Source: an optimization exercise on an open RTL-to-GDS flow (aim: small area). Production flows keep margins and buffers that such runs may drop.
Function was checked by simulation only, so behaviour that the tests miss may differ from the original.
Power figures rest on the tool's default switching activity, not on a simulated workload.

`flow/config.mk`:
```
export PLATFORM = sky130hd
export DESIGN_NAME = broadcast_ring_buffer
export DESIGN_NICKNAME = broadcast_ring_buffer
export VERILOG_FILES = /design/flow/design.v
export SDC_FILE = /design/flow/constraint.sdc
export NUM_CORES = 4
export LEC_CHECK = 0
export CAP_MARGIN = 10
export CORE_MARGIN = 3
export CORE_UTILIZATION = 60
export GPL_TIMING_DRIVEN = 0
export PLACE_DENSITY = 0.75
export SETUP_SLACK_MARGIN = 0.15
export SLEW_MARGIN = 5
```
`flow/constraint.sdc`:
```
create_clock -name core_clock -period 5.0 [get_ports {clk}]
set_input_delay 1.0000 -clock core_clock [delete_from_list [all_inputs] [get_ports {clk}]]
set_output_delay 1.0000 -clock core_clock [all_outputs]
set_load 0.01 [all_outputs]
```
`flow/design.v`:
```
`default_nettype none
package brb_pkg;
  localparam int SLOTS_DEF     = 16;
  localparam int CONSUMERS_DEF = 8;
  localparam int DATA_W_DEF    = 16;
  localparam int CNT_W      = 16;
  localparam int CID_W      = 3;
  localparam int SLOTS_CW   = 5;
  localparam int CONS_CW    = 4;
  localparam int APB_AW     = 3;
  localparam int APB_DW     = 32;
  localparam logic [SLOTS_CW-1:0] SLOTS_RST = 5'd16;
  localparam logic [CONS_CW-1:0]  CONS_RST  = 4'd8;
  localparam logic OP_WRITE = 1'b0;
  localparam logic OP_READ  = 1'b1;
  localparam logic REG_SLOTS     = 1'b0;
  localparam logic REG_CONSUMERS = 1'b1;
  typedef enum logic [1:0] {
    ST_DONE        = 2'd0,
    ST_SLOT_BUSY   = 2'd1,
    ST_NOTHING_NEW = 2'd2,
    ST_BAD_ID      = 2'd3
  } status_t;
endpackage
`default_nettype wire
`default_nettype none
module broadcast_ring_buffer #(
  parameter int SLOTS      = brb_pkg::SLOTS_DEF,
  parameter int CONSUMERS  = brb_pkg::CONSUMERS_DEF,
  parameter int DATA_WIDTH = brb_pkg::DATA_W_DEF
) (
  input  wire logic                         clk,
  input  wire logic                         rst,
  input  wire logic                         psel,
  input  wire logic                         penable,
  input  wire logic                         pwrite,
  input  wire logic [brb_pkg::APB_AW-1:0]   paddr,
  input  wire logic [brb_pkg::APB_DW-1:0]   pwdata,
  output logic      [brb_pkg::APB_DW-1:0]   prdata,
  output logic                              pready,
  input  wire logic                         in_valid,
  output logic                              in_stall,
  input  wire logic                         opcode,
  input  wire logic [brb_pkg::CID_W-1:0]    consumer_id,
  input  wire logic [DATA_WIDTH-1:0]        data_in,
  output logic                              out_valid,
  input  wire logic                         out_stall,
  output brb_pkg::status_t                  status,
  output logic      [DATA_WIDTH-1:0]        data_out
);
  localparam int PW  = $clog2(SLOTS);
  localparam int PCW = $clog2(CONSUMERS + 1);
  localparam int CIW = (CONSUMERS > 1) ? $clog2(CONSUMERS) : 1;
  localparam int CW  = brb_pkg::CNT_W;
  logic [brb_pkg::SLOTS_CW-1:0] slots_in_use;
  logic [brb_pkg::CONS_CW-1:0]  consumers_in_use;
  logic [DATA_WIDTH-1:0] item_store [SLOTS];
  logic [PCW-1:0]        pending_readers [SLOTS];
  logic [PW-1:0]         write_pointer;
  logic [PW-1:0]         read_pointers [CONSUMERS];
  logic [CW-1:0]         produced_count;
  logic [CW-1:0]         consumed_counts [CONSUMERS];
  logic                  rd_ok;
  logic [PW-1:0]         rd_slot;
  assign pready = 1'b1;
  wire cfg_we = psel && penable && pwrite;
  always_ff @(posedge clk) begin
    if (rst) begin
      slots_in_use     <= brb_pkg::SLOTS_RST;
      consumers_in_use <= brb_pkg::CONS_RST;
    end else if (cfg_we) begin
      if (paddr[2] == brb_pkg::REG_SLOTS) slots_in_use     <= pwdata[brb_pkg::SLOTS_CW-1:0];
      else                                consumers_in_use <= pwdata[brb_pkg::CONS_CW-1:0];
    end
  end
  assign prdata = paddr[2] ? brb_pkg::APB_DW'(consumers_in_use)
                           : brb_pkg::APB_DW'(slots_in_use);
  logic [PW-1:0]  last_slot;
  logic [PCW-1:0] eff_cons;
  always_comb begin
    if (slots_in_use == '0)                  last_slot = '0;
    else if (32'(slots_in_use) > SLOTS)      last_slot = PW'(SLOTS - 1);
    else                                     last_slot = PW'(slots_in_use - 1'b1);
    if (consumers_in_use == '0)              eff_cons = PCW'(1);
    else if (32'(consumers_in_use) > CONSUMERS) eff_cons = PCW'(CONSUMERS);
    else                                     eff_cons = PCW'(consumers_in_use);
  end
  assign in_stall = out_valid && out_stall;
  wire accept = in_valid && !in_stall;
  logic [CONSUMERS-1:0] csel;      
  always_comb
    for (int k = 0; k < CONSUMERS; k++) csel[k] = (consumer_id == CIW'(k));
  logic [CONSUMERS*(PW+CW)-1:0] cons_flat;
  always_comb
    for (int k = 0; k < CONSUMERS; k++)
      cons_flat[k*(PW+CW) +: PW+CW] = {read_pointers[k], consumed_counts[k]};
  logic [PW-1:0] rp;
  logic [CW-1:0] cc;
  brb_onehot_mux #(.N(CONSUMERS), .W(PW+CW)) u_cons_mux (
    .sel(csel), .d(cons_flat), .y({rp, cc})
  );
  logic [SLOTS-1:0] wsel, rsel;
  always_comb
    for (int s = 0; s < SLOTS; s++) begin
      wsel[s] = (write_pointer == PW'(s));
      rsel[s] = (rp == PW'(s));
    end
  logic [SLOTS-1:0] nz;
  always_comb
    for (int s = 0; s < SLOTS; s++) nz[s] = (pending_readers[s] != '0);
  logic [SLOTS*PCW-1:0] pend_flat;
  always_comb
    for (int s = 0; s < SLOTS; s++) pend_flat[s*PCW +: PCW] = pending_readers[s];
  logic [PCW-1:0] pend;            
  brb_onehot_mux #(.N(SLOTS), .W(PCW)) u_pend_mux (
    .sel(rsel), .d(pend_flat), .y(pend)
  );
  wire busy   = |(nz & wsel);      
  wire avail  = |(nz & rsel);      
  wire bad_id = (32'(consumer_id) >= 32'(eff_cons));
  wire caught = (cc == produced_count);
  wire rd_go    = !bad_id && avail && !caught;
  wire do_write = accept && !opcode && !busy;
  wire do_read  = accept && opcode && rd_go;
  wire [PW-1:0] addr = opcode ? rp : write_pointer;
  brb_pkg::status_t status_next;
  always_comb begin
    if (!opcode)      status_next = busy ? brb_pkg::ST_SLOT_BUSY : brb_pkg::ST_DONE;
    else if (bad_id)  status_next = brb_pkg::ST_BAD_ID;
    else if (!rd_go)  status_next = brb_pkg::ST_NOTHING_NEW;
    else              status_next = brb_pkg::ST_DONE;
  end
  wire [PW-1:0]  addr_next = (addr >= last_slot) ? '0 : addr + 1'b1;
  wire [PCW-1:0] pend_next = opcode ? pend - 1'b1 : eff_cons;
  wire [CW-1:0]  cnt_next  = (opcode ? cc : produced_count) + 1'b1;
  always_ff @(posedge clk) begin
    for (int s = 0; s < SLOTS; s++)
      if (do_write && wsel[s]) item_store[s] <= data_in;
  end
  always_ff @(posedge clk) begin
    for (int s = 0; s < SLOTS; s++)
      if (rst || (do_write && wsel[s]) || (do_read && rsel[s])) pending_readers[s] <= rst ? '0 : pend_next;
    for (int k = 0; k < CONSUMERS; k++)
      if (rst || (do_read && csel[k])) begin
        read_pointers[k]   <= rst ? '0 : addr_next;
        consumed_counts[k] <= rst ? '0 : cnt_next;
      end
    if (rst || do_write) begin
      write_pointer  <= rst ? '0 : addr_next;
      produced_count <= rst ? '0 : cnt_next;
    end
  end
  always_ff @(posedge clk) begin
    if (rst) out_valid <= 1'b0;
    else     out_valid <= in_valid || in_stall;
  end
  always_ff @(posedge clk) begin
    if (accept) begin
      status  <= status_next;
      rd_ok   <= do_read;
      rd_slot <= addr;
    end
  end
  logic [SLOTS-1:0] osel;
  always_comb
    for (int s = 0; s < SLOTS; s++) osel[s] = rd_ok && (rd_slot == PW'(s));
  logic [SLOTS*DATA_WIDTH-1:0] items_flat;
  always_comb
    for (int s = 0; s < SLOTS; s++) items_flat[s*DATA_WIDTH +: DATA_WIDTH] = item_store[s];
  brb_onehot_mux #(.N(SLOTS), .W(DATA_WIDTH)) u_data_mux (
    .sel(osel), .d(items_flat), .y(data_out)
  );
endmodule
`default_nettype wire
`default_nettype none
module brb_onehot_mux #(
  parameter int N = 16,
  parameter int W = 16
) (
  input  wire logic [N-1:0]   sel,
  input  wire logic [N*W-1:0] d,
  output logic      [W-1:0]   y
);
  always_comb begin
    y = '0;
    for (int i = 0; i < N; i++) y = y | (d[i*W +: W] & {W{sel[i]}});
  end
endmodule
`default_nettype wire
```
`flow/flow/run.sh`:
```
#!/bin/bash
# Own layout flow for this design.
#  3. flat area re-mappings of the combinational logic (registers untouched)
#     with a few ABC scripts (flow/*.abc); the smallest netlist is kept.
#  4. the standard layout steps, with small port buffers, no floorplan
#     resizing of the synthesized netlist and no dummy clock-tree loads.
# Each tool's output goes to a log file in this folder.
set -euo pipefail
W=$(pwd)
R=$W/orfs/results/$FLOW_PLATFORM/broadcast_ring_buffer/base
LIB=$FLOW_HOME/platforms/$FLOW_PLATFORM/lib/sky130_fd_sc_hd__tt_025C_1v80.lib
HIER_SYNTH=1
REMAP=1
CTS_EXTRA=""
PORT_BUF=sky130_fd_sc_hd__buf_1
REMAP_SCRIPTS="area area_deep area_amap"
FORCE_SCRIPT=""
TIE_SHARE=0
UPSIZE_MIN_FANOUT=""
[ -f flow/knobs.sh ] && source flow/knobs.sh

regs() {  # sequential cell instances (type and name) of a netlist
  grep -E '^\s*sky130_fd_sc_hd__(df|edf|sdf|dl|sedf)[a-z]*_[0-9]+ ' "$1" | awk '{print $1, $2}' | sed -E 's/_[0-9]+ / /' | sort
}
area() {  # total cell area of a flat netlist
  sed -e "s|@LIB@|$LIB|g" -e "s|@IN@|$1|g" flow/area.ys > area_run.ys
  yosys -q -s area_run.ys -l "$2" > /dev/null 2>&1 || true
  grep "Chip area" "$2" | tail -1 | awk '{print $NF}'
}

bash standard.sh synth > synth_std.log 2>&1
cp $R/1_2_yosys.v $W/netlist_std.v
regs $W/netlist_std.v > regs_std.txt
BEST=$W/netlist_std.v
BEST_AREA=$(area $W/netlist_std.v area_std.log)
echo "standard synthesis: $BEST_AREA" > choice.log

if [ "$HIER_SYNTH" = 1 ]; then
  rm -rf $W/scripts_area
  cp -r $FLOW_HOME/scripts $W/scripts_area
  cp flow/area.abc $W/scripts_area/abc_speed.script
  rm -f $R/1_* $R/mem*.json
  if bash standard.sh SCRIPTS_DIR=$W/scripts_area SYNTH_HIERARCHICAL=1 synth > synth_area.log 2>&1; then
    cp $R/1_2_yosys.v $W/netlist_hier.v
    regs $W/netlist_hier.v > regs_hier.txt
    A=$(area $W/netlist_hier.v area_hier.log)
    echo "area synthesis: $A" >> choice.log
    if cmp -s regs_std.txt regs_hier.txt; then
      if awk "BEGIN{exit !($A < $BEST_AREA)}"; then BEST=$W/netlist_hier.v; BEST_AREA=$A; fi
    else
      echo "area synthesis registers differ; not used" >> choice.log
    fi
  else
    echo "area synthesis failed; not used" >> choice.log
  fi
fi

if [ "$REMAP" = 1 ]; then
  SRC=$BEST
  for SCR in $REMAP_SCRIPTS; do
    ABCX=""
    case $SCR in *_sz) printf 'set_driving_cell sky130_fd_sc_hd__buf_1\nset_load 5\n' > abc_sz.constr; ABCX="-constr $W/abc_sz.constr -D 4000";; esac
    sed -e "s|@LIB@|$LIB|g" -e "s|@IN@|$SRC|g" -e "s|@OUT@|$W/netlist_$SCR.v|g" \
        -e "s|@SCR@|$W/flow/$SCR.abc|g" -e "s|@ABCX@|$ABCX|g" flow/remap.ys > remap_$SCR.ys
    if yosys -s remap_$SCR.ys > remap_$SCR.log 2>&1; then
      regs $W/netlist_$SCR.v > regs_$SCR.txt
      A=$(area $W/netlist_$SCR.v area_$SCR.log)
      echo "re-mapped ($SCR): $A" >> choice.log
      if cmp -s regs_std.txt regs_$SCR.txt; then
        if [ "$SCR" = "$FORCE_SCRIPT" ]; then FORCED=$W/netlist_$SCR.v; FORCED_AREA=$A; fi
        if awk "BEGIN{exit !($A < $BEST_AREA)}"; then BEST=$W/netlist_$SCR.v; BEST_AREA=$A; fi
      fi
    fi
  done
fi
if [ -n "${FORCED:-}" ]; then BEST=$FORCED; BEST_AREA=$FORCED_AREA; fi
echo "using $BEST ($BEST_AREA)" >> choice.log

# restore the standard synthesis results, then swap in the chosen netlist
rm -f $R/1_* $R/mem*.json
bash standard.sh synth > synth_std2.log 2>&1
cp $BEST $R/1_2_yosys.v
rm -f $R/1_synth.odb

export REMOVE_ABC_BUFFERS=1
if [ "$TIE_SHARE" = 1 ]; then export SKIP_REPAIR_TIE_FANOUT=1; fi
if [ -n "$UPSIZE_MIN_FANOUT" ]; then
  export FLOW_UPSIZE_MIN_FANOUT=$UPSIZE_MIN_FANOUT
  export PRE_RESIZE_TCL=$W/flow/upsize.tcl
fi
export BUFFER_PORTS_ARGS="-buffer_cell $PORT_BUF"
export CTS_ARGS="-sink_clustering_enable -repair_clock_nets -dont_use_dummy_load $CTS_EXTRA"
bash standard.sh finish > layout.log 2>&1
```
`flow/flow/area.abc`:
```
&get -n
&st
&syn2
&dch -f
&nf -a -R 1000
&put
```
`flow/flow/area.ys`:
```
read_liberty -lib @LIB@
read_verilog @IN@
hierarchy -top broadcast_ring_buffer
stat -liberty @LIB@
```
`flow/flow/area_amap.abc`:
```
&get -n
&st
&deepsyn -T 30
&put
strash
dch -f
amap
topo
```
`flow/flow/area_deep.abc`:
```
&get -n
&st
&deepsyn -T 30
&dch -f
&nf -a -R 1000
&put
```
`flow/flow/area_deep_sz.abc`:
```
&get -n
&st
&deepsyn -T 30
&dch -f
&nf -a -R 1000
&put
topo
stime -c
buffer -c
upsize -c
dnsize -c
stime -c
```
`flow/flow/knobs.sh`:
```
CTS_EXTRA="-buf_list sky130_fd_sc_hd__clkbuf_4 -sink_clustering_size 10 -sink_clustering_max_diameter 35"
TIE_SHARE=1
UPSIZE_MIN_FANOUT=12
```
`flow/flow/remap.ys`:
```
read_liberty -ignore_miss_func @LIB@
blackbox *__df* *__edf* *__sdf* *__dl* sky130_fd_sc_hd__conb_1
read_verilog -overwrite @IN@
hierarchy -top broadcast_ring_buffer
flatten
opt_clean -purge
abc -script @SCR@ @ABCX@ -liberty @LIB@ -dont_use *probe* -dont_use *lpflow*
opt_clean -purge
hilomap -singleton -hicell sky130_fd_sc_hd__conb_1 HI -locell sky130_fd_sc_hd__conb_1 LO
splitnets
opt_clean -purge
stat -liberty @LIB@
write_verilog -noattr -nohex -nodec -selected @OUT@
```
`flow/flow/upsize.tcl`:
```
# PRE_RESIZE hook: before repair_design, give combinational drivers of
# high-fanout nets a stronger size of the same cell, which fixes their slew
# more cheaply than the buffers repair_design would add: first the _2 size,
# then, for drivers whose output still violates max slew or capacitance, _4.
proc my_swap_size { inst sizes } {
  set m [[$inst getMaster] getName]
  if {![regexp {^(sky130_fd_sc_hd__[a-z0-9]+)_([0-9]+)$} $m -> base sz]} { return 0 }
  if {[string match "*df*" $base] || [string match "*conb*" $base] || [string match "*clkbuf*" $base]} { return 0 }
  foreach try $sizes {
    set nm [[ord::get_db] findMaster ${base}_$try]
    if {$nm ne "NULL" && $try > $sz} { $inst swapMaster $nm; return 1 }
  }
  return 0
}
proc my_upsize_weak_drivers { min_fanout } {
  set block [ord::get_db_block]
  set n 0
  foreach net [$block getNets] {
    if {[$net getSigType] ne "SIGNAL"} continue
    set loads 0
    set drv ""
    foreach it [$net getITerms] {
      if {[$it isOutputSignal]} { set drv $it } elseif {[$it isInputSignal]} { incr loads }
    }
    if {$drv eq "" || $loads < $min_fanout} continue
    if {![regexp {_(0|1)$} [[[$drv getInst] getMaster] getName]]} continue
    incr n [my_swap_size [$drv getInst] {2 4}]
  }
  puts "my_upsize_weak_drivers: upsized $n drivers"
  estimate_parasitics -placement
  with_output_to_variable rpt { report_check_types -max_slew -max_capacitance -violators }
  set m 0
  set seen {}
  foreach line [split $rpt "\n"] {
    if {![regexp {^\s*(\S+)/(\w+)\s.*VIOLATED} $line -> iname pname]} continue
    if {[lsearch -exact $seen $iname] >= 0} continue
    set inst [$block findInst $iname]
    if {$inst eq "NULL"} continue
    set it [$inst findITerm $pname]
    if {$it eq "NULL" || ![$it isOutputSignal]} continue
    lappend seen $iname
    incr m [my_swap_size $inst {4 8}]
  }
  puts "my_upsize_weak_drivers: upsized $m still-violating drivers further"
}
my_upsize_weak_drivers $::env(FLOW_UPSIZE_MIN_FANOUT)
```
`flow/standard.sh`:
```
#!/bin/bash
# synth_recipe.tcl (not shown) runs the flow's synth.tcl, then flattens the netlist and writes it again
# the make line also repeats each setting of config.mk as NAME=value (left out here)
make -C /OpenROAD-flow-scripts/flow DESIGN_CONFIG=/design/flow/config.mk WORK_HOME=/design/flow/orfs CLKGATE_MAP_FILE= SYNTH_SCRIPT=/design/flow/synth_recipe.tcl "${@:-finish}"
```
==> run notes <==
- Initial standard-cell utilization of the core: 0.612
- Total detailed-routing wirelength: 49.4 mm
- Cell-internal power: 5.99 mW
- Final setup violation count: 0
- Number of primary I/O pins: 115
- Most common cell after layout, fill and taps aside: sky130_fd_sc_hd__edfxtp_1
- # port buffers: 57
- Count of pins over their slew limit: 0
- WL per Instance: 29.4 um
- Critical path required time: between 5000 and 6000 ps
- Global route total overflow: 0
- Die boundary width: 186 um
- Remaining max-slew budget at the tightest pin: 0.186
- Netlist area before placement: 0.0194 mm2
- Kind of end point of the critical path: register
- Wire length of the first global-routing pass: 72.9 mm
- Max_cap viols: 0
- Average cell area after synthesis: between 15 and 20 um2
- Share of post-route cells with drive strength above 1: 0.139
- Max Fanout on Critical Path: 21
- Slew @ Worst Pin: between 1000 and 1500 ps
- Clock root cell: sky130_fd_sc_hd__clkbuf_4
- Sinks on the clock net: 517
- Die footprint: between 0.03 and 0.04 mm2
- Sequential group share of total power: 0.657
- Startpoint Class: input pin
- Area of the core: 0.0317 mm2
- Final clock skew: about 110 ps
- Min Hold Slack: 508 ps
- Number of global-route vias before repair: 11810
- Number of iterations in the first detailed-routing pass: 6
- Row count: 65
- Critical path class: in2reg
- CTS tree: done
- Post-route minimum period: 4710 ps
- Max IR drop VDD: 271 uV
- Pwr Total: 7.99 mW
- Drt via density: 7.16
- Area Overhead vs Synth: 9.96%
- Final hold vios: 0
- Die height: between 150 and 200 um
- Setup repair after global routing missed its margin: no
- Max clock buf depth: 3
- Tightest Hold Check Type: in2reg
- Number of levels the H-tree was split into: 3
- Most frequent cells in the layout: 507 x sky130_fd_sc_hd__edfxtp_1, 90 x sky130_fd_sc_hd__a222oi_1, 73 x sky130_fd_sc_hd__nor2_1
- Maximum number of pins on one net before global-route repair: 52
- CP Data Arrival Time: roughly 5100 ps
- Post-Layout Inst Area: 0.0213 mm2
- Clock input transition at the sequential cells of the worst setup and hold paths: 100 ps
- Clock share of power: 0.241
- Combinational fraction of design power: 0.102
- Layout fillers: 2140
- Final #Nets: 1342
- Area after DPL: 0.0205 mm2
- P per Cell Area: 374 mW/mm2
- Run status: no timing/DRC/antenna violations
- Worst-skew pair later-pin latency: roughly 740 ps
- Cts bufs inserted: 71
- GPL Wtd Cong: ~0.93
- Vias after detailed routing: 12038
- Antenna violations before repair: 1
- Switching Share: 0.250
- Number of DRC violations after detailed-routing iteration 0: 1955
- Reported net switching power: around 2.0 mW
- Final critical-path share of the clock period: 0.942
- Top achievable clock speed: 0.212 GHz
- Lkg Pwr: 6.82 nW
- Total negative slack: 0 ps
- Total global routing track utilization: 0.287
- Half-perimeter wire length after placement: approximately 27 mm
- Gate Count Post-Synth: 1124
- Hold Buf Count CTS: 0
- Remaining antenna violation count after routing: 0
- Count of unresolved DRC violations after routing: 0
- Yosys warning count: 8
-- layout make-up --
cell class / instances / area (um2) / area share
clock buffers: 71 / 533 / 0.0250
inverters: 8 / 32.5 / 0.00152
diodes: 2 / 5.00 / 0.000235
repair buffers: 75 / 459 / 0.0215
multi-input cells: 607 / 4380 / 0.205
flip-flops and latches: 517 / 15400 / 0.723
well taps: 402 / 503 / 0.0236
-- repair_timing --
action                     4_1_cts  5_1_grt
resized for setup               21        5
cloned                           6        2
setup endpoints to repair      303      245
pin swaps                        4        1
setup buffers                   11        0
-- flip-flops by register name, summed over array words and instances, names as in the netlist --
register          cells
pending_readers      64
write_pointer         4
rd_slot               4
slots_in_use          5
item_store          256
status                2
out_valid             1
produced_count       16
consumers_in_use      4
consumed_counts     128
rd_ok                 1
read_pointers        32
-- final timing paths --
check	from	to	slack, ps	cells after the start
worst max-delay path	consumer_id[2]	read_pointers[0][0]	290	14
worst min-delay path	in_valid	out_valid	510	3
worst max register to register	write_pointer[0]	pending_readers[0][1]	770	9
worst min register to register	slots_in_use[4]	slots_in_use[4]	510	2
-- per-stage QoR --
step                 util  instances  setup WS (ps)
floorplan               -       1124           -736
global placement    0.634       1583          -4060
detailed placement  0.645       1587          -1580
CTS                 0.670       1675            201
global route        0.673       1681            213
finish              0.673       1682            288
-- power groups by stage --
| stage | Clock [mW] | Sequential, mW | Combinational [mW] |
|---|---|---|---|
| 6_report | 1.93 | 5.24 | 0.817 |
| 2_1_floorplan | 0 | 5.28 | 0.451 |
| 3_5_place_dp | 0 | 5.34 | 0.756 |
| 3_3_place_gp | 0 | 5.32 | 0.710 |
| 5_1_grt | 2.13 | 5.27 | 0.879 |
| 4_1_cts | 1.95 | 5.24 | 0.797 |
-- layer usage --
layer / global-route usage / part of all wire / vias up
li1: - / - / 5164
met2: 0.457 / 0.48 / 838
met1: 0.405 / 0.38 / 5907
met3: 0.0563 / 0.11 / 129
met5: 0 / 0 / -
met4: 0.101 / 0.031 / 0
-- worst max-delay path, stage by stage --
cell and delay, ps:
sky130_fd_sc_hd__buf_2 280, sky130_fd_sc_hd__clkinv_2 280, sky130_fd_sc_hd__and3_4 360, sky130_fd_sc_hd__a222oi_1 370, sky130_fd_sc_hd__and3_1 310, sky130_fd_sc_hd__nand2b_1 150
sky130_fd_sc_hd__nor2_1 520, sky130_fd_sc_hd__a222oi_1 220, sky130_fd_sc_hd__nand4_1 200, sky130_fd_sc_hd__nor2_1 120, sky130_fd_sc_hd__nand4_1 120, sky130_fd_sc_hd__nand3_2 180
sky130_fd_sc_hd__nor2b_2 490, sky130_fd_sc_hd__a21o_4 430

[separate check: timing with driven ports]
No port has a modelled driver above. Below, the same layout with a new extraction and two added sets of constraints. Step 1, drivers: a clkbuf_16 drives clk and a buf_2 each remaining input, both assumed. Step 2 moves the port delays by t, midway between the first and last clock arrival at a register: inputs arrive t later, outputs are due t later. That takes back most of the time a late clock gives input paths. Three values: no drivers, after step 1, after step 2; two values: the first two.
t, ns: 0.728
slack for setup (ns): 0.288 / 0.312 / -0.416
worst setup path after step 2: input to register
worst register clock-pin slew, ns: 0.11 / 0.11
With both steps, setup timing fails in this run, where it was met with ideal ports. For this run, drivers alone change the setup slack by +0.024 ns; drivers and shift together by -0.704 ns.
